Background: an optimization exercise with open tools, aiming at small area and few clock cycles per item. Do not read the settings as production practice. At most, simulation tests tie the RTL to the original design; equivalence was not proved. Function not checked in runs 2 and 3: the RTL went through the layout flow alone.

==> flow/design.v (outline; a module is shown in full before it is edited, if it fits) <==
// module cmplx_round_sat: 19 lines
// module complex_mult_stream: 2813 lines
// module cm_fa: 10 lines
// module cm_ha: 9 lines
module complex_mult_stream
#(
  parameter int DIN_W  = cmplx_pkg::DIN_W_DEF,
  parameter int DOUT_W = cmplx_pkg::DOUT_W_DEF,
  parameter int SHIFT  = cmplx_pkg::SHIFT_DEF,
  parameter int TAG_W  = cmplx_pkg::TAG_W_DEF
) (
  input  logic                     i_clk,
  input  logic                     i_rst,
  input  logic                     i_valid,
  output logic                     o_ready,
  input  logic signed [DIN_W-1:0]  i_real_h,
  input  logic signed [DIN_W-1:0]  i_imag_h,
  input  logic signed [DIN_W-1:0]  i_real_y,
  input  logic signed [DIN_W-1:0]  i_imag_y,
  input  logic                     i_conj,
  input  logic [TAG_W-1:0]         i_tag,
  output logic                     o_valid,
  input  logic                     i_ready,
  output logic signed [DOUT_W-1:0] o_real,
  output logic signed [DOUT_W-1:0] o_imag,
  output logic [TAG_W-1:0]         o_tag,
  output logic                     o_ovf
);
  // ...
==> flow/run.sh <==
#!/bin/bash
# synth_recipe.tcl (not shown) runs the flow's synth.tcl, then flattens the netlist and writes it again
# the make line also repeats each setting of config.mk as NAME=value (left out here)
make -C /OpenROAD-flow-scripts/flow DESIGN_CONFIG=/design/flow/config.mk WORK_HOME=/design/flow/orfs CLKGATE_MAP_FILE= SYNTH_SCRIPT=/design/flow/synth_recipe.tcl finish
==> flow/config.mk <==
export PLATFORM = sky130hd
export DESIGN_NAME = complex_mult_stream
export DESIGN_NICKNAME = complex_mult_stream
export VERILOG_FILES = /design/flow/design.v
export SDC_FILE = /design/flow/constraint.sdc
export NUM_CORES = 4
export LEC_CHECK = 0
export ABC_AREA = 1
export CAP_MARGIN = 20
export CORE_MARGIN = 2
export CORE_UTILIZATION = 40
export PLACE_DENSITY = 0.6
export SLEW_MARGIN = 20
export SYNTH_HIERARCHICAL = 1
==> flow/constraint.sdc <==
create_clock -name core_clock -period 7.5 [get_ports {i_clk}]
set_input_delay 1.5000 -clock core_clock [delete_from_list [all_inputs] [get_ports {i_clk}]]
set_output_delay 1.5000 -clock core_clock [all_outputs]
set_load 0.01 [all_outputs]
==> flow_summary.toml, run 1 <==
[status]
run_status = "timing/DRC/antenna clean"

[run]
maxCapViolCount = 0

[synth]
post_synthesis_share_of_cell_area_spent_on_full_adders_half_adders_and_majority_gates = 0.418
synth.ff_latch_count = 42
synth_area_leader_cell = "sky130_fd_sc_hd__fa_1"
synthMuxAreaShare = 0
yosys.cell_types.count = 43
synthCells = 3018
synth-warning-count = 7

[global_routing]
grt_util_met2 = 0.447
grt_most_used_layer = "met1"
use_met3 = 0.0613

[route]
detail_route.wirelength_mm = 105
detail-route-antenna-nets = 0
firstDrtPassIters = 5

[cells_and_area]
final-seq-area_mm2 = 0.00125
insertedDiodeCount = 0
nFillCells = 5998
finalCoreUtilization = 0.519
multi_input_area_share = 0.714
largestClassByArea = "multi-input gates"

[setup_path]
slowest_cp_cell = "sky130_fd_sc_hd__clkdlybuf4s50_1"
critical_path_cell_sequence = "clkdlybuf4s50_1 > clkinvlp_4 > buf_12 > buf_4 > o22ai_1 > xor2_1 > fa_1 > fa_1 > fa_1 > fa_1 > fa_1 > ha_2 > nand2_1 > nor2_1 > nand2_1 > nor3_2 > nand2_2 > nand3_1 > nand2_4 > o21ai_4 > clkbuf_16 > nand2_1"
reg2reg_from = "o_valid"
critical_path_cell_count = 22

[timing]
crit_share_post_route = 0.982
finClkSkew_ns = 0.00489
finalHoldWorstSlack_ns = 1.17
worstMarginPinSlew_ns = 0.666

[clocking]
path_clk_slew_ns = 0.07
clock_sink_count = 42
cts_hold_buf = 0

[worst_hold_path]
whs_endpoint = "o_valid"
Testbench counts, summed over its fixed seeds: cycles 4,808, items 4,800.
==> run 2, diff against run 1 <==
--- a/flow/design.v
+++ b/flow/design.v
@@ -80,17 +80,17 @@
   output logic signed [DOUT_W-1:0] o_imag,
   output logic [TAG_W-1:0]         o_tag,
   output logic                     o_ovf
 );
   logic        en;
   logic [15:0] a, b, c, d, dx, dn;
   logic [16:0] sab, sr, st;
   logic [32:0] re_a, re_b, im_a, im_b, re_x, im_x;
-  logic [15:0] rs_re, rs_im;
+  logic [17:0] q_re, q_im;
   logic        ovf_re, ovf_im;
   assign a = i_real_h;
   assign b = i_imag_h;
   assign c = i_real_y;
   assign d = i_imag_y;
   logic dco1;
   logic dct2;
   logic dcn3;
@@ -2331,36 +2331,40 @@
   assign iap606 = ((ddo46 & a[14]) | (ddt47 & a[13])) ^ iann591;
   assign iap607 = ((ddo46 & a[15]) | (ddt47 & a[14])) ^ iann591;
   assign iap608 = ~(((ddo46 & a[15]) | (ddt47 & a[15])) ^ iann591);
   cm_ha u_s609 (.x(rap59), .y(rap74), .s(s609), .co(c610));
   cm_fa u_s611 (.x(rap61), .y(rap76), .z(rap91), .s(s611), .co(c612));
   cm_ha u_s613 (.x(rap106), .y(rap121), .s(s613), .co(c614));
   cm_fa u_s615 (.x(rap62), .y(rap77), .z(rap92), .s(s615), .co(c616));
   cm_ha u_s617 (.x(rap107), .y(rap122), .s(s617), .co(c618));
-  cm_fa u_s619 (.x(1'b1), .y(rap63), .z(rap78), .s(s619), .co(c620));
+  assign s619 = ~(rap63 ^ rap78);
+  assign c620 = rap63 | rap78;
   cm_fa u_s621 (.x(rap93), .y(rap108), .z(rap123), .s(s621), .co(c622));
   cm_fa u_s623 (.x(rap138), .y(rap153), .z(rap168), .s(s623), .co(c624));
   cm_fa u_s625 (.x(dcn24), .y(rbp200), .z(rbp216), .s(s625), .co(c626));
   cm_fa u_s627 (.x(rap64), .y(rap79), .z(rap94), .s(s627), .co(c628));
   cm_fa u_s629 (.x(rap109), .y(rap124), .z(rap139), .s(s629), .co(c630));
   cm_fa u_s631 (.x(rap154), .y(rap169), .z(rbp201), .s(s631), .co(c632));
   cm_ha u_s633 (.x(rbp217), .y(rbp233), .s(s633), .co(c634));
   cm_fa u_s635 (.x(rap65), .y(rap80), .z(rap95), .s(s635), .co(c636));
   cm_fa u_s637 (.x(rap110), .y(rap125), .z(rap140), .s(s637), .co(c638));
   cm_fa u_s639 (.x(rap155), .y(rap170), .z(rbp202), .s(s639), .co(c640));
   cm_ha u_s641 (.x(rbp218), .y(rbp234), .s(s641), .co(c642));
-  cm_fa u_s643 (.x(1'b1), .y(rap81), .z(rap96), .s(s643), .co(c644));
+  assign s643 = ~(rap81 ^ rap96);
+  assign c644 = rap81 | rap96;
   cm_fa u_s645 (.x(rap111), .y(rap126), .z(rap141), .s(s645), .co(c646));
   cm_fa u_s647 (.x(rap156), .y(rap171), .z(rbp219), .s(s647), .co(c648));
-  cm_fa u_s649 (.x(1'b1), .y(rap82), .z(rap97), .s(s649), .co(c650));
+  assign s649 = ~(rap82 ^ rap97);
+  assign c650 = rap82 | rap97;
   cm_fa u_s651 (.x(rap112), .y(rap127), .z(rap142), .s(s651), .co(c652));
   cm_ha u_s653 (.x(rap157), .y(rap172), .s(s653), .co(c654));
   cm_fa u_s655 (.x(rap98), .y(rap113), .z(rap128), .s(s655), .co(c656));
-  cm_ha u_s657 (.x(1'b1), .y(rap99), .s(s657), .co(c658));
+  assign s657 = ~rap99;
+  assign c658 = rap99;
   cm_ha u_s659 (.x(rap55), .y(rap70), .s(s659), .co(c660));
   cm_fa u_s661 (.x(rap57), .y(rap72), .z(rap87), .s(s661), .co(c662));
   cm_ha u_s663 (.x(rap102), .y(rap117), .s(s663), .co(c664));
   cm_fa u_s665 (.x(rap58), .y(rap73), .z(rap88), .s(s665), .co(c666));
   cm_ha u_s667 (.x(rap103), .y(rap118), .s(s667), .co(c668));
   cm_fa u_s669 (.x(rap89), .y(rap104), .z(rap119), .s(s669), .co(c670));
   cm_fa u_s671 (.x(rap134), .y(dcn18), .z(rbp196), .s(s671), .co(c672));
   cm_fa u_s673 (.x(rbp212), .y(rbp228), .z(rbp244), .s(s673), .co(c674));
@@ -2402,21 +2406,23 @@
   cm_fa u_s745 (.x(c654), .y(c650), .z(c652), .s(s745), .co(c746));
   cm_fa u_s747 (.x(rap114), .y(rap129), .z(rap144), .s(s747), .co(c748));
   cm_fa u_s749 (.x(rap159), .y(rap174), .z(rbp238), .s(s749), .co(c750));
   cm_fa u_s751 (.x(rbp254), .y(rbp270), .z(rbp286), .s(s751), .co(c752));
   cm_fa u_s753 (.x(rbp302), .y(rbp318), .z(s657), .s(s753), .co(c754));
   cm_fa u_s755 (.x(rap115), .y(rap130), .z(rap145), .s(s755), .co(c756));
   cm_fa u_s757 (.x(rap160), .y(rap175), .z(rbp255), .s(s757), .co(c758));
   cm_fa u_s759 (.x(rbp271), .y(rbp287), .z(rbp303), .s(s759), .co(c760));
-  cm_fa u_s761 (.x(1'b1), .y(rap116), .z(rap131), .s(s761), .co(c762));
+  assign s761 = ~(rap116 ^ rap131);
+  assign c762 = rap116 | rap131;
   cm_fa u_s763 (.x(rap146), .y(rap161), .z(rap176), .s(s763), .co(c764));
   cm_ha u_s765 (.x(rbp256), .y(rbp272), .s(s765), .co(c766));
   cm_fa u_s767 (.x(rap132), .y(rap147), .z(rap162), .s(s767), .co(c768));
-  cm_ha u_s769 (.x(1'b1), .y(rap133), .s(s769), .co(c770));
+  assign s769 = ~rap133;
+  assign c770 = rap133;
   cm_fa u_s771 (.x(rap53), .y(rap68), .z(rap83), .s(s771), .co(c772));
   cm_ha u_s773 (.x(rap54), .y(rap69), .s(s773), .co(c774));
   cm_fa u_s775 (.x(rap85), .y(rap100), .z(dcn12), .s(s775), .co(c776));
   cm_fa u_s777 (.x(rbp192), .y(rbp208), .z(rbp224), .s(s777), .co(c778));
   cm_fa u_s779 (.x(rap56), .y(rap71), .z(rap86), .s(s779), .co(c780));
   cm_fa u_s781 (.x(rap101), .y(rbp193), .z(rbp209), .s(s781), .co(c782));
   cm_ha u_s783 (.x(rbp225), .y(rbp241), .s(s783), .co(c784));
   cm_fa u_s785 (.x(dcn15), .y(rbp194), .z(rbp210), .s(s785), .co(c786));
@@ -2467,17 +2473,18 @@
   cm_fa u_s875 (.x(rap177), .y(rbp273), .z(rbp289), .s(s875), .co(c876));
   cm_fa u_s877 (.x(rbp305), .y(rbp321), .z(c766), .s(s877), .co(c878));
   cm_fa u_s879 (.x(c762), .y(c764), .z(s767), .s(s879), .co(c880));
   cm_fa u_s881 (.x(rap148), .y(rap163), .z(rap178), .s(s881), .co(c882));
   cm_fa u_s883 (.x(rbp274), .y(rbp290), .z(rbp306), .s(s883), .co(c884));
   cm_fa u_s885 (.x(rbp322), .y(s769), .z(c768), .s(s885), .co(c886));
   cm_fa u_s887 (.x(rap149), .y(rap164), .z(rap179), .s(s887), .co(c888));
   cm_fa u_s889 (.x(rbp291), .y(rbp307), .z(rbp323), .s(s889), .co(c890));
-  cm_fa u_s891 (.x(1'b1), .y(rap150), .z(rap165), .s(s891), .co(c892));
+  assign s891 = ~(rap150 ^ rap165);
+  assign c892 = rap150 | rap165;
   cm_ha u_s893 (.x(rap180), .y(rbp292), .s(s893), .co(c894));
   cm_fa u_s895 (.x(rap51), .y(rap66), .z(dcn6), .s(s895), .co(c896));
   cm_ha u_s897 (.x(rap52), .y(rap67), .s(s897), .co(c898));
   cm_fa u_s899 (.x(dcn9), .y(rbp190), .z(rbp206), .s(s899), .co(c900));
   cm_ha u_s901 (.x(rbp222), .y(rbnn221), .s(s901), .co(c902));
   cm_fa u_s903 (.x(rap84), .y(rbp191), .z(rbp207), .s(s903), .co(c904));
   cm_fa u_s905 (.x(rbp223), .y(s773), .z(c772), .s(s905), .co(c906));
   cm_fa u_s907 (.x(rbp240), .y(rbnn239), .z(c774), .s(s907), .co(c908));
@@ -2519,17 +2526,18 @@
   cm_fa u_s979 (.x(c876), .y(s881), .z(s883), .s(s979), .co(c980));
   cm_fa u_s981 (.x(c878), .y(s885), .z(c880), .s(s981), .co(c982));
   cm_fa u_s983 (.x(c770), .y(c882), .z(c884), .s(s983), .co(c984));
   cm_fa u_s985 (.x(s887), .y(s889), .z(c886), .s(s985), .co(c986));
   cm_fa u_s987 (.x(rbp308), .y(rbp324), .z(s893), .s(s987), .co(c988));
   cm_fa u_s989 (.x(c888), .y(c890), .z(s891), .s(s989), .co(c990));
   cm_fa u_s991 (.x(rap166), .y(rap181), .z(rbp309), .s(s991), .co(c992));
   cm_fa u_s993 (.x(rbp325), .y(c894), .z(c892), .s(s993), .co(c994));
-  cm_fa u_s995 (.x(1'b1), .y(rap167), .z(rap182), .s(s995), .co(c996));
+  assign s995 = ~(rap167 ^ rap182);
+  assign c996 = rap167 | rap182;
   cm_ha u_s997 (.x(rbp310), .y(rbp326), .s(s997), .co(c998));
   cm_ha u_s999 (.x(rap49), .y(dcn3), .s(s999), .co(c1000));
   cm_ha u_s1001 (.x(rbp188), .y(rbp204), .s(s1001), .co(c1002));
   cm_fa u_s1003 (.x(rbp189), .y(rbp205), .z(s897), .s(s1003), .co(c1004));
   cm_fa u_s1005 (.x(c898), .y(s901), .z(s899), .s(s1005), .co(c1006));
   cm_fa u_s1007 (.x(c902), .y(c900), .z(s903), .s(s1007), .co(c1008));
   cm_fa u_s1009 (.x(c904), .y(s907), .z(c906), .s(s1009), .co(c1010));
   cm_fa u_s1011 (.x(c908), .y(s911), .z(c910), .s(s1011), .co(c1012));
@@ -2550,17 +2558,18 @@
   cm_fa u_s1041 (.x(c968), .y(s971), .z(s973), .s(s1041), .co(c1042));
   cm_fa u_s1043 (.x(s975), .y(c972), .z(s977), .s(s1043), .co(c1044));
   cm_fa u_s1045 (.x(s979), .y(c976), .z(s981), .s(s1045), .co(c1046));
   cm_fa u_s1047 (.x(s983), .y(c980), .z(s985), .s(s1047), .co(c1048));
   cm_fa u_s1049 (.x(s987), .y(c984), .z(s989), .s(s1049), .co(c1050));
   cm_fa u_s1051 (.x(s991), .y(c988), .z(s993), .s(s1051), .co(c1052));
   cm_fa u_s1053 (.x(s997), .y(c992), .z(s995), .s(s1053), .co(c1054));
   cm_fa u_s1055 (.x(rap183), .y(rbp327), .z(c998), .s(s1055), .co(c1056));
-  cm_ha u_s1057 (.x(1'b1), .y(rap184), .s(s1057), .co(c1058));
+  assign s1057 = ~rap184;
+  assign c1058 = rap184;
   cm_ha u_s1059 (.x(rbp186), .y(rbnn185), .s(s1059), .co(c1060));
   cm_fa u_s1061 (.x(rap50), .y(rbp187), .z(c1000), .s(s1061), .co(c1062));
   cm_fa u_s1063 (.x(rbnn203), .y(s1001), .z(s895), .s(s1063), .co(c1064));
   cm_fa u_s1065 (.x(c1002), .y(c896), .z(s1003), .s(s1065), .co(c1066));
   cm_fa u_s1067 (.x(s771), .y(c1004), .z(s1005), .s(s1067), .co(c1068));
   cm_fa u_s1069 (.x(s905), .y(c1006), .z(s1007), .s(s1069), .co(c1070));
   cm_fa u_s1071 (.x(c1008), .y(s909), .z(s1009), .s(s1071), .co(c1072));
   cm_fa u_s1073 (.x(s913), .y(c1010), .z(s1011), .s(s1073), .co(c1074));
@@ -2587,36 +2596,40 @@
   cm_fa u_s1115 (.x(c994), .y(s1053), .z(c1052), .s(s1115), .co(c1116));
   cm_fa u_s1117 (.x(c996), .y(s1055), .z(c1054), .s(s1117), .co(c1118));
   cm_fa u_s1119 (.x(rbp328), .y(s1057), .z(c1056), .s(s1119), .co(c1120));
   cm_ha u_s1121 (.x(ibp339), .y(ibp354), .s(s1121), .co(c1122));
   cm_fa u_s1123 (.x(ibp341), .y(ibp356), .z(ibp371), .s(s1123), .co(c1124));
   cm_ha u_s1125 (.x(ibp386), .y(ibp401), .s(s1125), .co(c1126));
   cm_fa u_s1127 (.x(ibp342), .y(ibp357), .z(ibp372), .s(s1127), .co(c1128));
   cm_ha u_s1129 (.x(ibp387), .y(ibp402), .s(s1129), .co(c1130));
-  cm_fa u_s1131 (.x(1'b1), .y(ibp343), .z(ibp358), .s(s1131), .co(c1132));
+  assign s1131 = ~(ibp343 ^ ibp358);
+  assign c1132 = ibp343 | ibp358;
   cm_fa u_s1133 (.x(ibp373), .y(ibp388), .z(ibp403), .s(s1133), .co(c1134));
   cm_fa u_s1135 (.x(ibp418), .y(ibp433), .z(ibp448), .s(s1135), .co(c1136));
   cm_fa u_s1137 (.x(dcn24), .y(iap480), .z(iap496), .s(s1137), .co(c1138));
   cm_fa u_s1139 (.x(ibp344), .y(ibp359), .z(ibp374), .s(s1139), .co(c1140));
   cm_fa u_s1141 (.x(ibp389), .y(ibp404), .z(ibp419), .s(s1141), .co(c1142));
   cm_fa u_s1143 (.x(ibp434), .y(ibp449), .z(iap481), .s(s1143), .co(c1144));
   cm_ha u_s1145 (.x(iap497), .y(iap513), .s(s1145), .co(c1146));
   cm_fa u_s1147 (.x(ibp345), .y(ibp360), .z(ibp375), .s(s1147), .co(c1148));
   cm_fa u_s1149 (.x(ibp390), .y(ibp405), .z(ibp420), .s(s1149), .co(c1150));
   cm_fa u_s1151 (.x(ibp435), .y(ibp450), .z(iap482), .s(s1151), .co(c1152));
   cm_ha u_s1153 (.x(iap498), .y(iap514), .s(s1153), .co(c1154));
-  cm_fa u_s1155 (.x(1'b1), .y(ibp361), .z(ibp376), .s(s1155), .co(c1156));
+  assign s1155 = ~(ibp361 ^ ibp376);
+  assign c1156 = ibp361 | ibp376;
   cm_fa u_s1157 (.x(ibp391), .y(ibp406), .z(ibp421), .s(s1157), .co(c1158));
   cm_fa u_s1159 (.x(ibp436), .y(ibp451), .z(iap499), .s(s1159), .co(c1160));
-  cm_fa u_s1161 (.x(1'b1), .y(ibp362), .z(ibp377), .s(s1161), .co(c1162));
+  assign s1161 = ~(ibp362 ^ ibp377);
+  assign c1162 = ibp362 | ibp377;
   cm_fa u_s1163 (.x(ibp392), .y(ibp407), .z(ibp422), .s(s1163), .co(c1164));
   cm_ha u_s1165 (.x(ibp437), .y(ibp452), .s(s1165), .co(c1166));
   cm_fa u_s1167 (.x(ibp378), .y(ibp393), .z(ibp408), .s(s1167), .co(c1168));
-  cm_ha u_s1169 (.x(1'b1), .y(ibp379), .s(s1169), .co(c1170));
+  assign s1169 = ~ibp379;
+  assign c1170 = ibp379;
   cm_ha u_s1171 (.x(ibp335), .y(ibp350), .s(s1171), .co(c1172));
   cm_fa u_s1173 (.x(ibp337), .y(ibp352), .z(ibp367), .s(s1173), .co(c1174));
   cm_ha u_s1175 (.x(ibp382), .y(ibp397), .s(s1175), .co(c1176));
   cm_fa u_s1177 (.x(ibp338), .y(ibp353), .z(ibp368), .s(s1177), .co(c1178));
   cm_ha u_s1179 (.x(ibp383), .y(ibp398), .s(s1179), .co(c1180));
   cm_fa u_s1181 (.x(ibp369), .y(ibp384), .z(ibp399), .s(s1181), .co(c1182));
   cm_fa u_s1183 (.x(ibp414), .y(dcn18), .z(iap476), .s(s1183), .co(c1184));
   cm_fa u_s1185 (.x(iap492), .y(iap508), .z(iap524), .s(s1185), .co(c1186));
@@ -2658,21 +2671,23 @@
   cm_fa u_s1257 (.x(c1166), .y(c1162), .z(c1164), .s(s1257), .co(c1258));
   cm_fa u_s1259 (.x(ibp394), .y(ibp409), .z(ibp424), .s(s1259), .co(c1260));
   cm_fa u_s1261 (.x(ibp439), .y(ibp454), .z(iap518), .s(s1261), .co(c1262));
   cm_fa u_s1263 (.x(iap534), .y(iap550), .z(iap566), .s(s1263), .co(c1264));
   cm_fa u_s1265 (.x(iap582), .y(iap598), .z(s1169), .s(s1265), .co(c1266));
   cm_fa u_s1267 (.x(ibp395), .y(ibp410), .z(ibp425), .s(s1267), .co(c1268));
   cm_fa u_s1269 (.x(ibp440), .y(ibp455), .z(iap535), .s(s1269), .co(c1270));
   cm_fa u_s1271 (.x(iap551), .y(iap567), .z(iap583), .s(s1271), .co(c1272));
-  cm_fa u_s1273 (.x(1'b1), .y(ibp396), .z(ibp411), .s(s1273), .co(c1274));
+  assign s1273 = ~(ibp396 ^ ibp411);
+  assign c1274 = ibp396 | ibp411;
   cm_fa u_s1275 (.x(ibp426), .y(ibp441), .z(ibp456), .s(s1275), .co(c1276));
   cm_ha u_s1277 (.x(iap536), .y(iap552), .s(s1277), .co(c1278));
   cm_fa u_s1279 (.x(ibp412), .y(ibp427), .z(ibp442), .s(s1279), .co(c1280));
-  cm_ha u_s1281 (.x(1'b1), .y(ibp413), .s(s1281), .co(c1282));
+  assign s1281 = ~ibp413;
+  assign c1282 = ibp413;
   cm_fa u_s1283 (.x(ibp333), .y(ibp348), .z(ibp363), .s(s1283), .co(c1284));
   cm_ha u_s1285 (.x(ibp334), .y(ibp349), .s(s1285), .co(c1286));
   cm_fa u_s1287 (.x(ibp365), .y(ibp380), .z(dcn12), .s(s1287), .co(c1288));
   cm_fa u_s1289 (.x(iap472), .y(iap488), .z(iap504), .s(s1289), .co(c1290));
   cm_fa u_s1291 (.x(ibp336), .y(ibp351), .z(ibp366), .s(s1291), .co(c1292));
   cm_fa u_s1293 (.x(ibp381), .y(iap473), .z(iap489), .s(s1293), .co(c1294));
   cm_ha u_s1295 (.x(iap505), .y(iap521), .s(s1295), .co(c1296));
   cm_fa u_s1297 (.x(dcn15), .y(iap474), .z(iap490), .s(s1297), .co(c1298));
@@ -2723,17 +2738,18 @@
   cm_fa u_s1387 (.x(ibp457), .y(iap553), .z(iap569), .s(s1387), .co(c1388));
   cm_fa u_s1389 (.x(iap585), .y(iap601), .z(c1278), .s(s1389), .co(c1390));
   cm_fa u_s1391 (.x(c1274), .y(c1276), .z(s1279), .s(s1391), .co(c1392));
   cm_fa u_s1393 (.x(ibp428), .y(ibp443), .z(ibp458), .s(s1393), .co(c1394));
   cm_fa u_s1395 (.x(iap554), .y(iap570), .z(iap586), .s(s1395), .co(c1396));
   cm_fa u_s1397 (.x(iap602), .y(s1281), .z(c1280), .s(s1397), .co(c1398));
   cm_fa u_s1399 (.x(ibp429), .y(ibp444), .z(ibp459), .s(s1399), .co(c1400));
   cm_fa u_s1401 (.x(iap571), .y(iap587), .z(iap603), .s(s1401), .co(c1402));
-  cm_fa u_s1403 (.x(1'b1), .y(ibp430), .z(ibp445), .s(s1403), .co(c1404));
+  assign s1403 = ~(ibp430 ^ ibp445);
+  assign c1404 = ibp430 | ibp445;
   cm_ha u_s1405 (.x(ibp460), .y(iap572), .s(s1405), .co(c1406));
   cm_fa u_s1407 (.x(ibp331), .y(ibp346), .z(dcn6), .s(s1407), .co(c1408));
   cm_ha u_s1409 (.x(ibp332), .y(ibp347), .s(s1409), .co(c1410));
   cm_fa u_s1411 (.x(dcn9), .y(iap470), .z(iap486), .s(s1411), .co(c1412));
   cm_ha u_s1413 (.x(iap502), .y(iann501), .s(s1413), .co(c1414));
   cm_fa u_s1415 (.x(ibp364), .y(iap471), .z(iap487), .s(s1415), .co(c1416));
   cm_fa u_s1417 (.x(iap503), .y(s1285), .z(c1284), .s(s1417), .co(c1418));
   cm_fa u_s1419 (.x(iap520), .y(iann519), .z(c1286), .s(s1419), .co(c1420));
@@ -2775,17 +2791,18 @@
   cm_fa u_s1491 (.x(c1388), .y(s1393), .z(s1395), .s(s1491), .co(c1492));
   cm_fa u_s1493 (.x(c1390), .y(s1397), .z(c1392), .s(s1493), .co(c1494));
   cm_fa u_s1495 (.x(c1282), .y(c1394), .z(c1396), .s(s1495), .co(c1496));
   cm_fa u_s1497 (.x(s1399), .y(s1401), .z(c1398), .s(s1497), .co(c1498));
   cm_fa u_s1499 (.x(iap588), .y(iap604), .z(s1405), .s(s1499), .co(c1500));
   cm_fa u_s1501 (.x(c1400), .y(c1402), .z(s1403), .s(s1501), .co(c1502));
   cm_fa u_s1503 (.x(ibp446), .y(ibp461), .z(iap589), .s(s1503), .co(c1504));
   cm_fa u_s1505 (.x(iap605), .y(c1406), .z(c1404), .s(s1505), .co(c1506));
-  cm_fa u_s1507 (.x(1'b1), .y(ibp447), .z(ibp462), .s(s1507), .co(c1508));
+  assign s1507 = ~(ibp447 ^ ibp462);
+  assign c1508 = ibp447 | ibp462;
   cm_ha u_s1509 (.x(iap590), .y(iap606), .s(s1509), .co(c1510));
   cm_ha u_s1511 (.x(ibp329), .y(dcn3), .s(s1511), .co(c1512));
   cm_ha u_s1513 (.x(iap468), .y(iap484), .s(s1513), .co(c1514));
   cm_fa u_s1515 (.x(iap469), .y(iap485), .z(s1409), .s(s1515), .co(c1516));
   cm_fa u_s1517 (.x(c1410), .y(s1413), .z(s1411), .s(s1517), .co(c1518));
   cm_fa u_s1519 (.x(c1414), .y(c1412), .z(s1415), .s(s1519), .co(c1520));
   cm_fa u_s1521 (.x(c1416), .y(s1419), .z(c1418), .s(s1521), .co(c1522));
   cm_fa u_s1523 (.x(c1420), .y(s1423), .z(c1422), .s(s1523), .co(c1524));
@@ -2806,17 +2823,18 @@
   cm_fa u_s1553 (.x(c1480), .y(s1483), .z(s1485), .s(s1553), .co(c1554));
   cm_fa u_s1555 (.x(s1487), .y(c1484), .z(s1489), .s(s1555), .co(c1556));
   cm_fa u_s1557 (.x(s1491), .y(c1488), .z(s1493), .s(s1557), .co(c1558));
   cm_fa u_s1559 (.x(s1495), .y(c1492), .z(s1497), .s(s1559), .co(c1560));
   cm_fa u_s1561 (.x(s1499), .y(c1496), .z(s1501), .s(s1561), .co(c1562));
   cm_fa u_s1563 (.x(s1503), .y(c1500), .z(s1505), .s(s1563), .co(c1564));
   cm_fa u_s1565 (.x(s1509), .y(c1504), .z(s1507), .s(s1565), .co(c1566));
   cm_fa u_s1567 (.x(ibp463), .y(iap607), .z(c1510), .s(s1567), .co(c1568));
-  cm_ha u_s1569 (.x(1'b1), .y(ibp464), .s(s1569), .co(c1570));
+  assign s1569 = ~ibp464;
+  assign c1570 = ibp464;
   cm_ha u_s1571 (.x(iap466), .y(iann465), .s(s1571), .co(c1572));
   cm_fa u_s1573 (.x(ibp330), .y(iap467), .z(c1512), .s(s1573), .co(c1574));
   cm_fa u_s1575 (.x(iann483), .y(s1513), .z(s1407), .s(s1575), .co(c1576));
   cm_fa u_s1577 (.x(c1514), .y(c1408), .z(s1515), .s(s1577), .co(c1578));
   cm_fa u_s1579 (.x(s1283), .y(c1516), .z(s1517), .s(s1579), .co(c1580));
   cm_fa u_s1581 (.x(s1417), .y(c1518), .z(s1519), .s(s1581), .co(c1582));
   cm_fa u_s1583 (.x(c1520), .y(s1421), .z(s1521), .s(s1583), .co(c1584));
   cm_fa u_s1585 (.x(s1425), .y(c1522), .z(s1523), .s(s1585), .co(c1586));
@@ -2838,42 +2856,518 @@
   cm_fa u_s1617 (.x(c1486), .y(s1555), .z(c1554), .s(s1617), .co(c1618));
   cm_fa u_s1619 (.x(c1490), .y(s1557), .z(c1556), .s(s1619), .co(c1620));
   cm_fa u_s1621 (.x(c1494), .y(c1558), .z(s1559), .s(s1621), .co(c1622));
   cm_fa u_s1623 (.x(c1498), .y(s1561), .z(c1560), .s(s1623), .co(c1624));
   cm_fa u_s1625 (.x(c1502), .y(s1563), .z(c1562), .s(s1625), .co(c1626));
   cm_fa u_s1627 (.x(c1506), .y(s1565), .z(c1564), .s(s1627), .co(c1628));
   cm_fa u_s1629 (.x(c1508), .y(s1567), .z(c1566), .s(s1629), .co(c1630));
   cm_fa u_s1631 (.x(iap608), .y(s1569), .z(c1568), .s(s1631), .co(c1632));
-  assign re_a = {1'b1, c1058, s1119, s1117, s1115, s1113, s1111, s1109, s1107, s1105, s1103, s1101, s1099, s1097, s1095, s1093, s1091, s1089, s1087, s1085, s1083, s1081, s1079, s1077, s1075, s1073, s1071, s1069, s1067, s1065, s1063, s1061, s1059};
-  assign re_b = {1'b0, c1120, c1118, c1116, c1114, c1112, c1110, c1108, c1106, c1104, c1102, c1100, c1098, c1096, c1094, c1092, c1090, c1088, c1086, c1084, c1082, c1080, c1078, c1076, c1074, c1072, c1070, c1068, c1066, c1064, c1062, c1060, s999};
-  assign im_a = {1'b1, c1570, s1631, s1629, s1627, s1625, s1623, s1621, s1619, s1617, s1615, s1613, s1611, s1609, s1607, s1605, s1603, s1601, s1599, s1597, s1595, s1593, s1591, s1589, s1587, s1585, s1583, s1581, s1579, s1577, s1575, s1573, s1571};
-  assign im_b = {1'b0, c1632, c1630, c1628, c1626, c1624, c1622, c1620, c1618, c1616, c1614, c1612, c1610, c1608, c1606, c1604, c1602, c1600, c1598, c1596, c1594, c1592, c1590, c1588, c1586, c1584, c1582, c1580, c1578, c1576, c1574, c1572, s1511};
-  assign re_x = re_a + re_b;
-  assign im_x = im_a + im_b;
-  assign ovf_re = (re_x[32] != re_x[31]) | (re_x[31] != re_x[30]);
-  assign ovf_im = (im_x[32] != im_x[31]) | (im_x[31] != im_x[30]);
-  assign rs_re  = ovf_re ? {re_x[32], {15{~re_x[32]}}} : re_x[30:15];
-  assign rs_im  = ovf_im ? {im_x[32], {15{~im_x[32]}}} : im_x[30:15];
+  logic arpp1633;
+  logic arpp1634;
+  logic arpp1635;
+  logic arpp1636;
+  logic arpp1637;
+  logic arpp1638;
+  logic arpp1639;
+  logic arpp1640;
+  logic arpp1641;
+  logic arpp1642;
+  logic arpp1643;
+  logic arpp1644;
+  logic arpp1645;
+  logic arpp1646;
+  logic arpp1647;
+  logic arpp1648;
+  logic arpp1649;
+  logic arpp1650;
+  logic arpp1651;
+  logic arpp1652;
+  logic arpp1653;
+  logic arpp1654;
+  logic arpp1655;
+  logic arpp1656;
+  logic arpp1657;
+  logic arpp1658;
+  logic arpp1659;
+  logic arpp1660;
+  logic arpp1661;
+  logic arpp1662;
+  logic arpp1663;
+  logic arpp1664;
+  logic arpp1665;
+  logic arg1666;
+  logic arg1667;
+  logic arg1668;
+  logic arg1669;
+  logic arg1670;
+  logic arg1671;
+  logic arg1672;
+  logic arp1673;
+  logic arg1674;
+  logic arp1675;
+  logic arg1676;
+  logic arp1677;
+  logic arg1678;
+  logic arp1679;
+  logic arg1680;
+  logic arp1681;
+  logic arg1682;
+  logic arp1683;
+  logic arg1684;
+  logic arp1685;
+  logic arg1686;
+  logic arp1687;
+  logic arg1688;
+  logic arp1689;
+  logic arg1690;
+  logic arp1691;
+  logic arg1692;
+  logic arp1693;
+  logic arg1694;
+  logic arp1695;
+  logic arg1696;
+  logic arg1697;
+  logic arp1698;
+  logic arg1699;
+  logic arp1700;
+  logic arg1701;
+  logic arp1702;
+  logic arg1703;
+  logic arp1704;
+  logic arg1705;
+  logic arp1706;
+  logic arg1707;
+  logic arg1708;
+  logic arp1709;
+  logic arg1710;
+  logic arp1711;
+  logic arg1712;
+  logic arg1713;
+  logic arg1714;
+  logic arg1715;
+  logic arg1716;
+  logic arg1717;
+  logic arg1718;
+  logic arg1719;
+  logic arg1720;
+  logic arg1721;
+  logic arg1722;
+  logic arg1723;
+  logic arg1724;
+  logic arg1725;
+  logic arg1726;
+  logic arg1727;
+  logic arg1728;
+  logic arg1729;
+  logic arg1730;
+  logic arg1731;
+  logic arg1732;
+  logic arg1733;
+  logic arg1734;
+  logic arx1735;
+  logic arx1736;
+  logic arx1737;
+  logic arx1738;
+  logic arx1739;
+  logic arx1740;
+  logic arx1741;
+  logic arx1742;
+  logic arx1743;
+  logic arx1744;
+  logic arx1745;
+  logic arx1746;
+  logic arx1747;
+  logic arx1748;
+  logic arx1749;
+  logic arx1750;
+  logic arx1751;
+  logic arx1752;
+  logic aipp1753;
+  logic aipp1754;
+  logic aipp1755;
+  logic aipp1756;
+  logic aipp1757;
+  logic aipp1758;
+  logic aipp1759;
+  logic aipp1760;
+  logic aipp1761;
+  logic aipp1762;
+  logic aipp1763;
+  logic aipp1764;
+  logic aipp1765;
+  logic aipp1766;
+  logic aipp1767;
+  logic aipp1768;
+  logic aipp1769;
+  logic aipp1770;
+  logic aipp1771;
+  logic aipp1772;
+  logic aipp1773;
+  logic aipp1774;
+  logic aipp1775;
+  logic aipp1776;
+  logic aipp1777;
+  logic aipp1778;
+  logic aipp1779;
+  logic aipp1780;
+  logic aipp1781;
+  logic aipp1782;
+  logic aipp1783;
+  logic aipp1784;
+  logic aipp1785;
+  logic aig1786;
+  logic aig1787;
+  logic aig1788;
+  logic aig1789;
+  logic aig1790;
+  logic aig1791;
+  logic aig1792;
+  logic aip1793;
+  logic aig1794;
+  logic aip1795;
+  logic aig1796;
+  logic aip1797;
+  logic aig1798;
+  logic aip1799;
+  logic aig1800;
+  logic aip1801;
+  logic aig1802;
+  logic aip1803;
+  logic aig1804;
+  logic aip1805;
+  logic aig1806;
+  logic aip1807;
+  logic aig1808;
+  logic aip1809;
+  logic aig1810;
+  logic aip1811;
+  logic aig1812;
+  logic aip1813;
+  logic aig1814;
+  logic aip1815;
+  logic aig1816;
+  logic aig1817;
+  logic aip1818;
+  logic aig1819;
+  logic aip1820;
+  logic aig1821;
+  logic aip1822;
+  logic aig1823;
+  logic aip1824;
+  logic aig1825;
+  logic aip1826;
+  logic aig1827;
+  logic aig1828;
+  logic aip1829;
+  logic aig1830;
+  logic aip1831;
+  logic aig1832;
+  logic aig1833;
+  logic aig1834;
+  logic aig1835;
+  logic aig1836;
+  logic aig1837;
+  logic aig1838;
+  logic aig1839;
+  logic aig1840;
+  logic aig1841;
+  logic aig1842;
+  logic aig1843;
+  logic aig1844;
+  logic aig1845;
+  logic aig1846;
+  logic aig1847;
+  logic aig1848;
+  logic aig1849;
+  logic aig1850;
+  logic aig1851;
+  logic aig1852;
+  logic aig1853;
+  logic aig1854;
+  logic aix1855;
+  logic aix1856;
+  logic aix1857;
+  logic aix1858;
+  logic aix1859;
+  logic aix1860;
+  logic aix1861;
+  logic aix1862;
+  logic aix1863;
+  logic aix1864;
+  logic aix1865;
+  logic aix1866;
+  logic aix1867;
+  logic aix1868;
+  logic aix1869;
+  logic aix1870;
+  logic aix1871;
+  logic aix1872;
+  assign arpp1633 = s1059 ^ s999;
+  assign arpp1634 = s1061 ^ c1060;
+  assign arpp1635 = s1063 ^ c1062;
+  assign arpp1636 = s1065 ^ c1064;
+  assign arpp1637 = s1067 ^ c1066;
+  assign arpp1638 = s1069 ^ c1068;
+  assign arpp1639 = s1071 ^ c1070;
+  assign arpp1640 = s1073 ^ c1072;
+  assign arpp1641 = s1075 ^ c1074;
+  assign arpp1642 = s1077 ^ c1076;
+  assign arpp1643 = s1079 ^ c1078;
+  assign arpp1644 = s1081 ^ c1080;
+  assign arpp1645 = s1083 ^ c1082;
+  assign arpp1646 = s1085 ^ c1084;
+  assign arpp1647 = s1087 ^ c1086;
+  assign arpp1648 = s1089 ^ c1088;
+  assign arpp1649 = s1091 ^ c1090;
+  assign arpp1650 = s1093 ^ c1092;
+  assign arpp1651 = s1095 ^ c1094;
+  assign arpp1652 = s1097 ^ c1096;
+  assign arpp1653 = s1099 ^ c1098;
+  assign arpp1654 = s1101 ^ c1100;
+  assign arpp1655 = s1103 ^ c1102;
+  assign arpp1656 = s1105 ^ c1104;
+  assign arpp1657 = s1107 ^ c1106;
+  assign arpp1658 = s1109 ^ c1108;
+  assign arpp1659 = s1111 ^ c1110;
+  assign arpp1660 = s1113 ^ c1112;
+  assign arpp1661 = s1115 ^ c1114;
+  assign arpp1662 = s1117 ^ c1116;
+  assign arpp1663 = s1119 ^ c1118;
+  assign arpp1664 = c1058 ^ c1120;
+  assign arpp1665 = 1'b1 ^ 1'b0;
+  assign arg1666 = (s1061 & c1060) | (arpp1634 & (s1059 & s999));
+  assign arg1667 = (s1063 & c1062) | (arpp1635 & arg1666);
+  assign arg1668 = (s1065 & c1064) | (arpp1636 & arg1667);
+  assign arg1669 = (s1067 & c1066) | (arpp1637 & arg1668);
+  assign arg1670 = (s1069 & c1068) | (arpp1638 & arg1669);
+  assign arg1671 = (s1071 & c1070) | (arpp1639 & arg1670);
+  assign arg1672 = (s1075 & c1074) | (arpp1641 & (s1073 & c1072));
+  assign arp1673 = arpp1641 & arpp1640;
+  assign arg1674 = (s1079 & c1078) | (arpp1643 & (s1077 & c1076));
+  assign arp1675 = arpp1643 & arpp1642;
+  assign arg1676 = (s1083 & c1082) | (arpp1645 & (s1081 & c1080));
+  assign arp1677 = arpp1645 & arpp1644;
+  assign arg1678 = (s1087 & c1086) | (arpp1647 & (s1085 & c1084));
+  assign arp1679 = arpp1647 & arpp1646;
+  assign arg1680 = (s1091 & c1090) | (arpp1649 & (s1089 & c1088));
+  assign arp1681 = arpp1649 & arpp1648;
+  assign arg1682 = (s1095 & c1094) | (arpp1651 & (s1093 & c1092));
+  assign arp1683 = arpp1651 & arpp1650;
+  assign arg1684 = (s1099 & c1098) | (arpp1653 & (s1097 & c1096));
+  assign arp1685 = arpp1653 & arpp1652;
+  assign arg1686 = (s1103 & c1102) | (arpp1655 & (s1101 & c1100));
+  assign arp1687 = arpp1655 & arpp1654;
+  assign arg1688 = (s1107 & c1106) | (arpp1657 & (s1105 & c1104));
+  assign arp1689 = arpp1657 & arpp1656;
+  assign arg1690 = (s1111 & c1110) | (arpp1659 & (s1109 & c1108));
+  assign arp1691 = arpp1659 & arpp1658;
+  assign arg1692 = (s1115 & c1114) | (arpp1661 & (s1113 & c1112));
+  assign arp1693 = arpp1661 & arpp1660;
+  assign arg1694 = (s1119 & c1118) | (arpp1663 & (s1117 & c1116));
+  assign arp1695 = arpp1663 & arpp1662;
+  assign arg1696 = arg1672 | (arp1673 & arg1671);
+  assign arg1697 = arg1676 | (arp1677 & arg1674);
+  assign arp1698 = arp1677 & arp1675;
+  assign arg1699 = arg1680 | (arp1681 & arg1678);
+  assign arp1700 = arp1681 & arp1679;
+  assign arg1701 = arg1684 | (arp1685 & arg1682);
+  assign arp1702 = arp1685 & arp1683;
+  assign arg1703 = arg1688 | (arp1689 & arg1686);
+  assign arp1704 = arp1689 & arp1687;
+  assign arg1705 = arg1692 | (arp1693 & arg1690);
+  assign arp1706 = arp1693 & arp1691;
+  assign arg1707 = arg1697 | (arp1698 & arg1696);
+  assign arg1708 = arg1701 | (arp1702 & arg1699);
+  assign arp1709 = arp1702 & arp1700;
+  assign arg1710 = arg1705 | (arp1706 & arg1703);
+  assign arp1711 = arp1706 & arp1704;
+  assign arg1712 = arg1708 | (arp1709 & arg1707);
+  assign arg1713 = arg1710 | (arp1711 & arg1712);
+  assign arg1714 = arg1699 | (arp1700 & arg1707);
+  assign arg1715 = arg1703 | (arp1704 & arg1712);
+  assign arg1716 = arg1674 | (arp1675 & arg1696);
+  assign arg1717 = arg1678 | (arp1679 & arg1707);
+  assign arg1718 = arg1682 | (arp1683 & arg1714);
+  assign arg1719 = arg1686 | (arp1687 & arg1712);
+  assign arg1720 = arg1690 | (arp1691 & arg1715);
+  assign arg1721 = arg1694 | (arp1695 & arg1713);
+  assign arg1722 = (s1073 & c1072) | (arpp1640 & arg1671);
+  assign arg1723 = (s1077 & c1076) | (arpp1642 & arg1696);
+  assign arg1724 = (s1081 & c1080) | (arpp1644 & arg1716);
+  assign arg1725 = (s1085 & c1084) | (arpp1646 & arg1707);
+  assign arg1726 = (s1089 & c1088) | (arpp1648 & arg1717);
+  assign arg1727 = (s1093 & c1092) | (arpp1650 & arg1714);
+  assign arg1728 = (s1097 & c1096) | (arpp1652 & arg1718);
+  assign arg1729 = (s1101 & c1100) | (arpp1654 & arg1712);
+  assign arg1730 = (s1105 & c1104) | (arpp1656 & arg1719);
+  assign arg1731 = (s1109 & c1108) | (arpp1658 & arg1715);
+  assign arg1732 = (s1113 & c1112) | (arpp1660 & arg1720);
+  assign arg1733 = (s1117 & c1116) | (arpp1662 & arg1713);
+  assign arg1734 = (c1058 & c1120) | (arpp1664 & arg1721);
+  assign arx1735 = arpp1648 ^ arg1717;
+  assign arx1736 = arpp1649 ^ arg1726;
+  assign arx1737 = arpp1650 ^ arg1714;
+  assign arx1738 = arpp1651 ^ arg1727;
+  assign arx1739 = arpp1652 ^ arg1718;
+  assign arx1740 = arpp1653 ^ arg1728;
+  assign arx1741 = arpp1654 ^ arg1712;
+  assign arx1742 = arpp1655 ^ arg1729;
+  assign arx1743 = arpp1656 ^ arg1719;
+  assign arx1744 = arpp1657 ^ arg1730;
+  assign arx1745 = arpp1658 ^ arg1715;
+  assign arx1746 = arpp1659 ^ arg1731;
+  assign arx1747 = arpp1660 ^ arg1720;
+  assign arx1748 = arpp1661 ^ arg1732;
+  assign arx1749 = arpp1662 ^ arg1713;
+  assign arx1750 = arpp1663 ^ arg1733;
+  assign arx1751 = arpp1664 ^ arg1721;
+  assign arx1752 = arpp1665 ^ arg1734;
+  assign aipp1753 = s1571 ^ s1511;
+  assign aipp1754 = s1573 ^ c1572;
+  assign aipp1755 = s1575 ^ c1574;
+  assign aipp1756 = s1577 ^ c1576;
+  assign aipp1757 = s1579 ^ c1578;
+  assign aipp1758 = s1581 ^ c1580;
+  assign aipp1759 = s1583 ^ c1582;
+  assign aipp1760 = s1585 ^ c1584;
+  assign aipp1761 = s1587 ^ c1586;
+  assign aipp1762 = s1589 ^ c1588;
+  assign aipp1763 = s1591 ^ c1590;
+  assign aipp1764 = s1593 ^ c1592;
+  assign aipp1765 = s1595 ^ c1594;
+  assign aipp1766 = s1597 ^ c1596;
+  assign aipp1767 = s1599 ^ c1598;
+  assign aipp1768 = s1601 ^ c1600;
+  assign aipp1769 = s1603 ^ c1602;
+  assign aipp1770 = s1605 ^ c1604;
+  assign aipp1771 = s1607 ^ c1606;
+  assign aipp1772 = s1609 ^ c1608;
+  assign aipp1773 = s1611 ^ c1610;
+  assign aipp1774 = s1613 ^ c1612;
+  assign aipp1775 = s1615 ^ c1614;
+  assign aipp1776 = s1617 ^ c1616;
+  assign aipp1777 = s1619 ^ c1618;
+  assign aipp1778 = s1621 ^ c1620;
+  assign aipp1779 = s1623 ^ c1622;
+  assign aipp1780 = s1625 ^ c1624;
+  assign aipp1781 = s1627 ^ c1626;
+  assign aipp1782 = s1629 ^ c1628;
+  assign aipp1783 = s1631 ^ c1630;
+  assign aipp1784 = c1570 ^ c1632;
+  assign aipp1785 = 1'b1 ^ 1'b0;
+  assign aig1786 = (s1573 & c1572) | (aipp1754 & (s1571 & s1511));
+  assign aig1787 = (s1575 & c1574) | (aipp1755 & aig1786);
+  assign aig1788 = (s1577 & c1576) | (aipp1756 & aig1787);
+  assign aig1789 = (s1579 & c1578) | (aipp1757 & aig1788);
+  assign aig1790 = (s1581 & c1580) | (aipp1758 & aig1789);
+  assign aig1791 = (s1583 & c1582) | (aipp1759 & aig1790);
+  assign aig1792 = (s1587 & c1586) | (aipp1761 & (s1585 & c1584));
+  assign aip1793 = aipp1761 & aipp1760;
+  assign aig1794 = (s1591 & c1590) | (aipp1763 & (s1589 & c1588));
+  assign aip1795 = aipp1763 & aipp1762;
+  assign aig1796 = (s1595 & c1594) | (aipp1765 & (s1593 & c1592));
+  assign aip1797 = aipp1765 & aipp1764;
+  assign aig1798 = (s1599 & c1598) | (aipp1767 & (s1597 & c1596));
+  assign aip1799 = aipp1767 & aipp1766;
+  assign aig1800 = (s1603 & c1602) | (aipp1769 & (s1601 & c1600));
+  assign aip1801 = aipp1769 & aipp1768;
+  assign aig1802 = (s1607 & c1606) | (aipp1771 & (s1605 & c1604));
+  assign aip1803 = aipp1771 & aipp1770;
+  assign aig1804 = (s1611 & c1610) | (aipp1773 & (s1609 & c1608));
+  assign aip1805 = aipp1773 & aipp1772;
+  assign aig1806 = (s1615 & c1614) | (aipp1775 & (s1613 & c1612));
+  assign aip1807 = aipp1775 & aipp1774;
+  assign aig1808 = (s1619 & c1618) | (aipp1777 & (s1617 & c1616));
+  assign aip1809 = aipp1777 & aipp1776;
+  assign aig1810 = (s1623 & c1622) | (aipp1779 & (s1621 & c1620));
+  assign aip1811 = aipp1779 & aipp1778;
+  assign aig1812 = (s1627 & c1626) | (aipp1781 & (s1625 & c1624));
+  assign aip1813 = aipp1781 & aipp1780;
+  assign aig1814 = (s1631 & c1630) | (aipp1783 & (s1629 & c1628));
+  assign aip1815 = aipp1783 & aipp1782;
+  assign aig1816 = aig1792 | (aip1793 & aig1791);
+  assign aig1817 = aig1796 | (aip1797 & aig1794);
+  assign aip1818 = aip1797 & aip1795;
+  assign aig1819 = aig1800 | (aip1801 & aig1798);
+  assign aip1820 = aip1801 & aip1799;
+  assign aig1821 = aig1804 | (aip1805 & aig1802);
+  assign aip1822 = aip1805 & aip1803;
+  assign aig1823 = aig1808 | (aip1809 & aig1806);
+  assign aip1824 = aip1809 & aip1807;
+  assign aig1825 = aig1812 | (aip1813 & aig1810);
+  assign aip1826 = aip1813 & aip1811;
+  assign aig1827 = aig1817 | (aip1818 & aig1816);
+  assign aig1828 = aig1821 | (aip1822 & aig1819);
+  assign aip1829 = aip1822 & aip1820;
+  assign aig1830 = aig1825 | (aip1826 & aig1823);
+  assign aip1831 = aip1826 & aip1824;
+  assign aig1832 = aig1828 | (aip1829 & aig1827);
+  assign aig1833 = aig1830 | (aip1831 & aig1832);
+  assign aig1834 = aig1819 | (aip1820 & aig1827);
+  assign aig1835 = aig1823 | (aip1824 & aig1832);
+  assign aig1836 = aig1794 | (aip1795 & aig1816);
+  assign aig1837 = aig1798 | (aip1799 & aig1827);
+  assign aig1838 = aig1802 | (aip1803 & aig1834);
+  assign aig1839 = aig1806 | (aip1807 & aig1832);
+  assign aig1840 = aig1810 | (aip1811 & aig1835);
+  assign aig1841 = aig1814 | (aip1815 & aig1833);
+  assign aig1842 = (s1585 & c1584) | (aipp1760 & aig1791);
+  assign aig1843 = (s1589 & c1588) | (aipp1762 & aig1816);
+  assign aig1844 = (s1593 & c1592) | (aipp1764 & aig1836);
+  assign aig1845 = (s1597 & c1596) | (aipp1766 & aig1827);
+  assign aig1846 = (s1601 & c1600) | (aipp1768 & aig1837);
+  assign aig1847 = (s1605 & c1604) | (aipp1770 & aig1834);
+  assign aig1848 = (s1609 & c1608) | (aipp1772 & aig1838);
+  assign aig1849 = (s1613 & c1612) | (aipp1774 & aig1832);
+  assign aig1850 = (s1617 & c1616) | (aipp1776 & aig1839);
+  assign aig1851 = (s1621 & c1620) | (aipp1778 & aig1835);
+  assign aig1852 = (s1625 & c1624) | (aipp1780 & aig1840);
+  assign aig1853 = (s1629 & c1628) | (aipp1782 & aig1833);
+  assign aig1854 = (c1570 & c1632) | (aipp1784 & aig1841);
+  assign aix1855 = aipp1768 ^ aig1837;
+  assign aix1856 = aipp1769 ^ aig1846;
+  assign aix1857 = aipp1770 ^ aig1834;
+  assign aix1858 = aipp1771 ^ aig1847;
+  assign aix1859 = aipp1772 ^ aig1838;
+  assign aix1860 = aipp1773 ^ aig1848;
+  assign aix1861 = aipp1774 ^ aig1832;
+  assign aix1862 = aipp1775 ^ aig1849;
+  assign aix1863 = aipp1776 ^ aig1839;
+  assign aix1864 = aipp1777 ^ aig1850;
+  assign aix1865 = aipp1778 ^ aig1835;
+  assign aix1866 = aipp1779 ^ aig1851;
+  assign aix1867 = aipp1780 ^ aig1840;
+  assign aix1868 = aipp1781 ^ aig1852;
+  assign aix1869 = aipp1782 ^ aig1833;
+  assign aix1870 = aipp1783 ^ aig1853;
+  assign aix1871 = aipp1784 ^ aig1841;
+  assign aix1872 = aipp1785 ^ aig1854;
+  assign re_x[32:15] = {arx1752, arx1751, arx1750, arx1749, arx1748, arx1747, arx1746, arx1745, arx1744, arx1743, arx1742, arx1741, arx1740, arx1739, arx1738, arx1737, arx1736, arx1735};
+  assign im_x[32:15] = {aix1872, aix1871, aix1870, aix1869, aix1868, aix1867, aix1866, aix1865, aix1864, aix1863, aix1862, aix1861, aix1860, aix1859, aix1858, aix1857, aix1856, aix1855};
   assign en      = ~o_valid | i_ready;
   assign o_ready = en;
   always_ff @(posedge i_clk) begin
     if (i_rst)
       o_valid <= 1'b0;
     else if (en)
       o_valid <= i_valid;
   end
   always_ff @(posedge i_clk) begin
     if (en) begin
-      o_real <= rs_re;
-      o_imag <= rs_im;
-      o_tag  <= i_tag;
-      o_ovf  <= ovf_re | ovf_im;
+      q_re  <= re_x[32:15];
+      q_im  <= im_x[32:15];
+      o_tag <= i_tag;
     end
   end
+  assign ovf_re = (q_re[17] != q_re[16]) | (q_re[16] != q_re[15]);
+  assign ovf_im = (q_im[17] != q_im[16]) | (q_im[16] != q_im[15]);
+  assign o_real = ovf_re ? {q_re[17], {15{~q_re[17]}}} : q_re[15:0];
+  assign o_imag = ovf_im ? {q_im[17], {15{~q_im[17]}}} : q_im[15:0];
+  assign o_ovf  = ovf_re | ovf_im;
 endmodule
 module cm_fa (
   input  logic x,
   input  logic y,
   input  logic z,
   output logic s,
   output logic co
 );
==> flow/flow/run.sh (new file) <==
#!/bin/bash
# The standard layout (standard.sh), except that the port buffers that
# buffer_ports inserts are buf_2 cells rather than the resizer's default pick.
set -o pipefail
export BUFFER_PORTS_ARGS="-buffer_cell sky130_fd_sc_hd__buf_2"
bash standard.sh > standard.log 2>&1
==> flow/standard.sh (new file) <==
#!/bin/bash
# synth_recipe.tcl (not shown) runs the flow's synth.tcl, then flattens the netlist and writes it again
# the make line also repeats each setting of config.mk as NAME=value (left out here)
make -C /OpenROAD-flow-scripts/flow DESIGN_CONFIG=/design/flow/config.mk WORK_HOME=/design/flow/orfs CLKGATE_MAP_FILE= SYNTH_SCRIPT=/design/flow/synth_recipe.tcl "${@:-finish}"
==> flow/config.mk (replaced) <==
export PLATFORM = sky130hd
export DESIGN_NAME = complex_mult_stream
export DESIGN_NICKNAME = complex_mult_stream
export VERILOG_FILES = /design/flow/design.v
export SDC_FILE = /design/flow/constraint.sdc
export NUM_CORES = 4
export LEC_CHECK = 0
export ABC_AREA = 1
export CAP_MARGIN = 20
export CORE_MARGIN = 2
export CORE_UTILIZATION = 60
export PLACE_DENSITY = 0.75
export SLEW_MARGIN = 20
export SYNTH_HIERARCHICAL = 1
removed: flow/run.sh
==> run 2 against run 1 <==
  * Register-to-register slack gained 0.25 ns
  * Synthesized cell count decreased by 20%
  * Worst hold slack worse by 0.24 ns
  * Routed wire length is 21% lower
  * Synthesized area decreased by 8.3%
  * Clock skew about the same
  * Die area down 38%
==> flow_summary.toml, run 2 <==
[status]
run_status = "timing/DRC/antenna clean"

[global_routing]
grt_most_used_layer = "met2"
use_met3 = 0.106
grt_util_met2 = 0.660
largest_net_degree_at_the_start_of_global_routing = 47
vias_in_the_first_global_route = 21900
grt_pass1_wl_mm = 128
antenna_violations_before_repair = 0
global_route.usage.met1 = 0.533
globalRouteTotalUtil = 0.414
grt.overflow.total = 0

[setup_path]
critical_path_capture_point_type = "register"
crit_type = "primary input to register"
critPathArrivalTime_ns = 7.35
required_ns = 7.56
timing.critical_path.fanout_max = 6
crit_path_start_kind = "primary input"

[synth]
synth_enable_flop_cells = 44
synth.ff_latch_count = 45
mappedNetlistArea_mm2 = 0.0234
synth-seq-area-share = 0.0573
synth.top_cell.area_share = 0.404
synthCells = 2422
synth_area_leader_cell = "sky130_fd_sc_hd__fa_1"
post-synth-top-count-cell = "sky130_fd_sc_hd__xor2_1"
synth.avg_cell_area_um2 = 9.67
synth_ff_type = "sky130_fd_sc_hd__edfxtp_1"
synth-warning-count = 7
postSynth.asyncResetShare = 0
yosys.cell_types.count = 34
synth_commonest_cells = "sky130_fd_sc_hd__xor2_1 (540), sky130_fd_sc_hd__o22ai_1 (478), sky130_fd_sc_hd__fa_1 (472)"
synth.area.top_cells = "sky130_fd_sc_hd__fa_1 (40%), sky130_fd_sc_hd__xor2_1 (20%), sky130_fd_sc_hd__o22ai_1 (13%)"

[route]
detail-route-antenna-nets = 0
drc_errors = 0
detail_route.wirelength_mm = 82.3
drtIter0Drc = 2120
total_number_of_vias = 20600
wire_per_inst_um = 26.6
drt-vias-per-instance = 6.67
firstDrtPassIters = 6

[timing]
worstMarginPinSlew_ns = 0.764
max_freq_ghz = 0.137
crit_share_post_route = 0.972
setup_violations = 0
relSlewSlack = 0.485
finClkSkew_ns = 0.00480
grt_setup_unrepaired = "no"
final_hold_vios = 0
final-max-slew-violation-count = 0
setup_tns_ns = 0
finalHoldWorstSlack_ns = 0.934
finalCriticalPeriod_ns = 7.29

[clocking]
clock_sink_count = 45
path_clk_slew_ns = 0.06
cts-root-buf = "sky130_fd_sc_hd__clkbuf_16"
cts-root-to-sink-buffers = 2
cts_hold_buf = 0
clk_lat_worst_skew_ns = 0.31
cts.htree.levels = 2
tritoncts = "done"
tritoncts.num_buffers = 5

[cells_and_area]
insertedDiodeCount = 0
largest_registers = "q_im (18), q_re (18), o_tag (8)"
finalCoreUtilization = 0.682
area.growth.synth_to_final_pct = 12.2
final_common_cell = "sky130_fd_sc_hd__xor2_1"
highest_count_cells_in_the_layout_ignoring_fill_and_taps = "sky130_fd_sc_hd__xor2_1 (540), sky130_fd_sc_hd__o22ai_1 (477), sky130_fd_sc_hd__fa_1 (472), sky130_fd_sc_hd__buf_4 (234), sky130_fd_sc_hd__nand2_1 (196)"
nets = 3233
layout-drive-gt1-share = 0.176

[floorplanning]
die_span_in_y_um = 202
placeableCoreArea_mm2 = 0.0386
num_rows = 72
die_x_extent_um = 202
ios = 120
start_util = 0.607
fp.dieArea_mm2 = 0.0406

[placed_design]
io_buffers = 119
place.gp.congestion = 1.02
place.detailed.hpwl_mm = 64.5

[run]
maxCapViolCount = 0

[worst_hold_path]
hold_path_class = "register to register"
==> run 2: changes by cell type in the layout (fill, tap and decap cells not counted), moves of 36 or more <==
cell / previous run / this run
sky130_fd_sc_hd__nand2_1: 433 / 196
sky130_fd_sc_hd__buf_4: 446 / 234
sky130_fd_sc_hd__buf_2: 5 / 119
sky130_fd_sc_hd__nor2_1: 173 / 63
sky130_fd_sc_hd__clkdlybuf4s50_1: 89 / 0
sky130_fd_sc_hd__a21oi_1: 75 / 22
sky130_fd_sc_hd__nand3_1: 67 / 17
sky130_fd_sc_hd__inv_1: 178 / 130
sky130_fd_sc_hd__o22ai_1: 434 / 477
sky130_fd_sc_hd__fa_1: 430 / 472
sky130_fd_sc_hd__fa_2: 36 / 0
sky130_fd_sc_hd__xor2_1: 504 / 540
==> run 2: area by class of cell <==
type	count	area, um2
Clock buffer	5	125
Multi-Input combinational cell	1986	20500
Inverter	144	558
Clock inverter	3	17.5
Sequential cell	45	1340
Timing Repair Buffer	390	3090
Fill cell	3005	12300
Tap cell	518	648
==> run 2: kinds of logic after synthesis <==
family,Yosys count,synth area share
flops,45,0.0573
xor+xnor,549,0.211
compound gates,549,0.145
simple gates,304,0.0529
fa+ha+maj,584,0.463
buf+inv,391,0.0704
==> run 2: stage by stage <==
stage	cells	setup slack (ns)	instance area (um2)
after floorplan	2422	0.202	23400
after global placement	3083	-0.0598	26100
after detailed placement	3083	-0.220	26100
after CTS	3091	0.102	26300
after global routing	3091	0.00224	26300
final	3091	0.208	26300
==> run 2: what timing repair did <==
| item | 4_1_cts | 5_1_grt |
|---|---|---|
| hold endpoints to repair | 0 | 0 |
| gates resized for setup | 0 | 6 |
| setup endpoints to repair | 0 | 10 |
| buffers inserted | 0 | 0 |
==> run 2: critical path: stages <==
cell                      delay, ns
sky130_fd_sc_hd__buf_2         0.13
sky130_fd_sc_hd__nor2_1        0.12
sky130_fd_sc_hd__buf_4         0.16
sky130_fd_sc_hd__o21ai_2       0.07
sky130_fd_sc_hd__buf_4         0.17
sky130_fd_sc_hd__buf_4         0.16
sky130_fd_sc_hd__o22ai_1       0.14
sky130_fd_sc_hd__xor2_1        0.23
sky130_fd_sc_hd__fa_1          0.55
sky130_fd_sc_hd__fa_1          0.61
sky130_fd_sc_hd__fa_1          0.45
sky130_fd_sc_hd__fa_1          0.43
sky130_fd_sc_hd__fa_1          0.54
sky130_fd_sc_hd__fa_1          0.44
sky130_fd_sc_hd__ha_1          0.34
sky130_fd_sc_hd__a21oi_1       0.20
sky130_fd_sc_hd__o221a_2       0.24
sky130_fd_sc_hd__nand2_4       0.08
sky130_fd_sc_hd__nand2_2       0.06
sky130_fd_sc_hd__nand2_2       0.05
sky130_fd_sc_hd__nand2_1       0.05
sky130_fd_sc_hd__nand2_1       0.06
sky130_fd_sc_hd__fa_1          0.38
sky130_fd_sc_hd__xor2_1        0.17
==> run 2: per-module statistics from Yosys, one instance, submodules excluded <==
| module | cells | flip-flops and latches | area (um2) | copies in the design |
|---|---|---|---|---|
| cm_ha | 1 | 0 | 12.5 | 40 |
| complex_mult_stream | 1928 | 45 | 13800 | 1 |
| cm_fa | 1 | 0 | 20.0 | 454 |
==> run 2: routing by layer <==
metal,vias up,wire [um]
li1,8484,-
met1,10200,30000
met2,1605,37900
met3,362,9990
met4,0,4400
met5,-,0
==> run 2: path summary, 6_finish.rpt <==
path / to / slack [ns] / start / cells past startpoint
max: q_im[13] / 0.21 / i_real_y[3] / 24
max reg2reg: q_im[3] / 6.21 / o_valid / 2
min: o_valid / 0.93 / o_valid / 3
min reg2reg: o_valid / 0.93 / o_valid / 3
==> run 3, diff against run 2 <==
--- a/flow/config.mk
+++ b/flow/config.mk
@@ -9,6 +9,6 @@
 export CAP_MARGIN = 20
 export CORE_MARGIN = 2
-export CORE_UTILIZATION = 60
-export PLACE_DENSITY = 0.75
+export CORE_UTILIZATION = 65
+export PLACE_DENSITY = 0.8
 export SLEW_MARGIN = 20
 export SYNTH_HIERARCHICAL = 1
==> run 3 against run 2 <==
  * Register-to-register slack worse by 0.22 ns
  * Global-route usage is 3.6 points higher
  * Non-clock buffer count increased by 10
  * Critical path depth fell by 1
  * Critical endpoint is now q_re[16]
==> flow_summary.toml, run 3 <==
[status]
run_status = "timing/DRC/antenna clean"

[placed_design]
place.detailed.hpwl_mm = 66.7
place.gp.congestion = 1.08
io_buffers = 119
dp_slack_ns = -0.183

[clocking]
tritoncts = "done"
cts-root-buf = "sky130_fd_sc_hd__clkbuf_16"
cts.htree.levels = 2
path_clk_slew_ns = 0.07
clk_lat_worst_skew_ns = 0.31
tritoncts.num_buffers = 5
clock_sink_count = 45

[synth]
synth_ff_type = "sky130_fd_sc_hd__edfxtp_1"
synth.avg_cell_area_um2 = 9.67
synth-warning-count = 7
synth-seq-area-share = 0.0573
synth_area_leader_cell = "sky130_fd_sc_hd__fa_1"
yosys.cell_types.count = 34
synth.area.top_cells = "sky130_fd_sc_hd__fa_1 (40%), sky130_fd_sc_hd__xor2_1 (20%), sky130_fd_sc_hd__o22ai_1 (13%)"
mappedNetlistArea_mm2 = 0.0234
postSynth.asyncResetShare = 0
synthCells = 2422
synth.top_cell.area_share = 0.404
post-synth-top-count-cell = "sky130_fd_sc_hd__xor2_1"
synth.ff_latch_count = 45

[cells_and_area]
largest_registers = "q_im (18), q_re (18), o_tag (8)"
final_non_filler_cell_total = 3045
area.growth.synth_to_final_pct = 12.1
final_common_cell = "sky130_fd_sc_hd__xor2_1"
nFillCells = 2594

[setup_path]
timing.critical_path.fanout_max = 15
critical_path_cell_sequence = "buf_2 > nor2_1 > buf_4 > o21ai_2 > buf_12 > o22ai_1 > xor2_1 > fa_1 > fa_2 > fa_1 > fa_2 > fa_1 > fa_1 > ha_1 > a21oi_1 > o21ai_0 > inv_1 > nor4_1 > a2111oi_1 > nand2_2 > nand2_2 > nand2_2 > fa_1"
reg2regPathDepth = 2
required_ns = 7.55
slowest_cp_cell = "sky130_fd_sc_hd__fa_1"
critPathArrivalTime_ns = 7.38
crit_path_start_kind = "primary input"
timing.critical_path.mode_cell = "sky130_fd_sc_hd__fa_1"
cpPeakStageDelay_ns = 0.53

[worst_hold_path]
worstHoldPathCells = 2
hold_path_class = "register to register"

[timing]
final-max-slew-violation-count = 0
max_freq_ghz = 0.137
worst_slack_ns = 0.176
finalCriticalPeriod_ns = 7.32
relSlewSlack = 0.406
final_hold_vios = 0
setup_tns_ns = 0
crit_share_post_route = 0.977
finClkSkew_ns = 0.00800

[route]
drc_errors = 0
drtIter0Drc = 2072
total_number_of_vias = 20700
wire_per_inst_um = 27.3
detail_route.wirelength_mm = 83.2
detail-route-antenna-nets = 0
drt-vias-per-instance = 6.80

[floorplanning]
die_x_extent_um = 194
placeableCoreArea_mm2 = 0.0355
start_util = 0.660
die_span_in_y_um = 194
num_rows = 69

[run]
maxCapViolCount = 0

[global_routing]
largest_net_degree_at_the_start_of_global_routing = 46
antenna_violations_before_repair = 3
grt.overflow.total = 0
globalRouteTotalUtil = 0.450
run 3: worst paths after layout:
| kind | start | end | slack, ns |
|---|---|---|---|
| worst min register to register | o_valid | q_re[5] | 1.16 |
| worst max-delay path | i_real_y[9] | q_re[16] | 0.18 |
| worst max register to register | o_valid | q_im[2] | 5.99 |
| worst min-delay path | o_valid | q_re[5] | 1.16 |
run 3: kinds of logic (layout without fill, tap and decap cells):
logic type / after synthesis / count (layout) / synth area share
flip-flops: 45 / 45 / 0.0573
other: 0 / 1 / 0
buffers and inverters: 391 / 552 / 0.0704
AO/OA/AOI/OAI: 549 / 549 / 0.145
XOR/XNOR: 549 / 549 / 0.211
AND/OR/NAND/NOR: 304 / 304 / 0.0529
adder cells (fa/ha/maj): 584 / 584 / 0.463
run 3: cell type report:
cell class | count | area share
clock inverters | 3 | 0.000667
well taps | 461 | 0.0220
inverters | 144 | 0.0213
repair buffers | 400 | 0.118
multi-input cells | 1986 | 0.782
diodes | 1 | 0.0000953
clock buffers | 5 | 0.00477
flip-flops and latches | 45 | 0.0511
run 3: per-stage QoR:
stage	cell area, um2	hold WS (ns)	util
floorplan	23400	1.52	-
global placement	26000	1.09	0.734
detailed placement	26000	1.14	0.734
CTS	26200	1.15	0.738
global route	26200	1.21	0.740
finish	26300	1.16	0.740
run 3: critical path, delay by kind of cell:
| kind | cells | cell delay, ns |
|---|---|---|
| compound gates | 5 | 0.99 |
| simple gates | 5 | 0.45 |
| buf+inv | 4 | 0.64 |
| fa+ha+maj | 8 | 3.58 |
| xor+xnor | 1 | 0.19 |
run 3: what timing repair did:
item / in CTS / in global routing
setup endpoints to repair: 0 / 12
hold buffers: 0 / 0
resized for setup: 0 / 14
setup buffers: 0 / 0
run 3: routing by layer:
metal / global-route usage / wire, um / vias up / share of wire
li1: - / - / 8495 / -
met1: 0.575 / 30300 / 10200 / 0.36
met2: 0.713 / 38300 / 1607 / 0.46
met3: 0.134 / 10200 / 361 / 0.12
met4: 0.199 / 4420 / 4 / 0.053
met5: 0 / 23 / - / 0.00028
run 3: Yosys stat by module, one instance, submodules excluded:
module               cell area [um2]  cells
cm_fa                           20.0      1
complex_mult_stream            13800   1928
cm_ha                           12.5      1

==> what the ideal ports hide <==
The results above use ideal ports. As a check the final layouts listed here were re-extracted and re-timed, cells and wires unchanged. Step 1 sets driving cells, clkbuf_16 on the clock port and buf_2 on the other inputs (assumed; they add their load-dependent delay and slew). Step 2 times the ports against the registers' clock, not the clock port: input delays grow and output delays shrink by t, the midpoint of the rising clock arrivals with the driver on. a / b / c = ideal / step 1 / step 2; a / b = the first two.
| run | shift t [ns] | setup slack, ns | hold WS [ns] | latest minus earliest clock arrival (ns) |
|---|---|---|---|---|
| run 1 | 0.363 | 0.132 / 0.152 / -0.211 | 1.173 / 1.173 / 1.173 | 0.006 / 0.006 |
| run 2 | 0.360 | 0.208 / 0.233 / -0.127 | 0.934 / 0.934 / 0.934 | 0.005 / 0.005 |
| run 3 | 0.359 | 0.176 / 0.206 / -0.153 | 1.156 / 1.156 / 1.156 | 0.008 / 0.008 |
With both steps, setup timing fails in every run listed, where it was met with ideal ports. The setup slack of run 1, which loses most, moves by +0.020 ns with the drivers and by -0.343 ns with both steps.
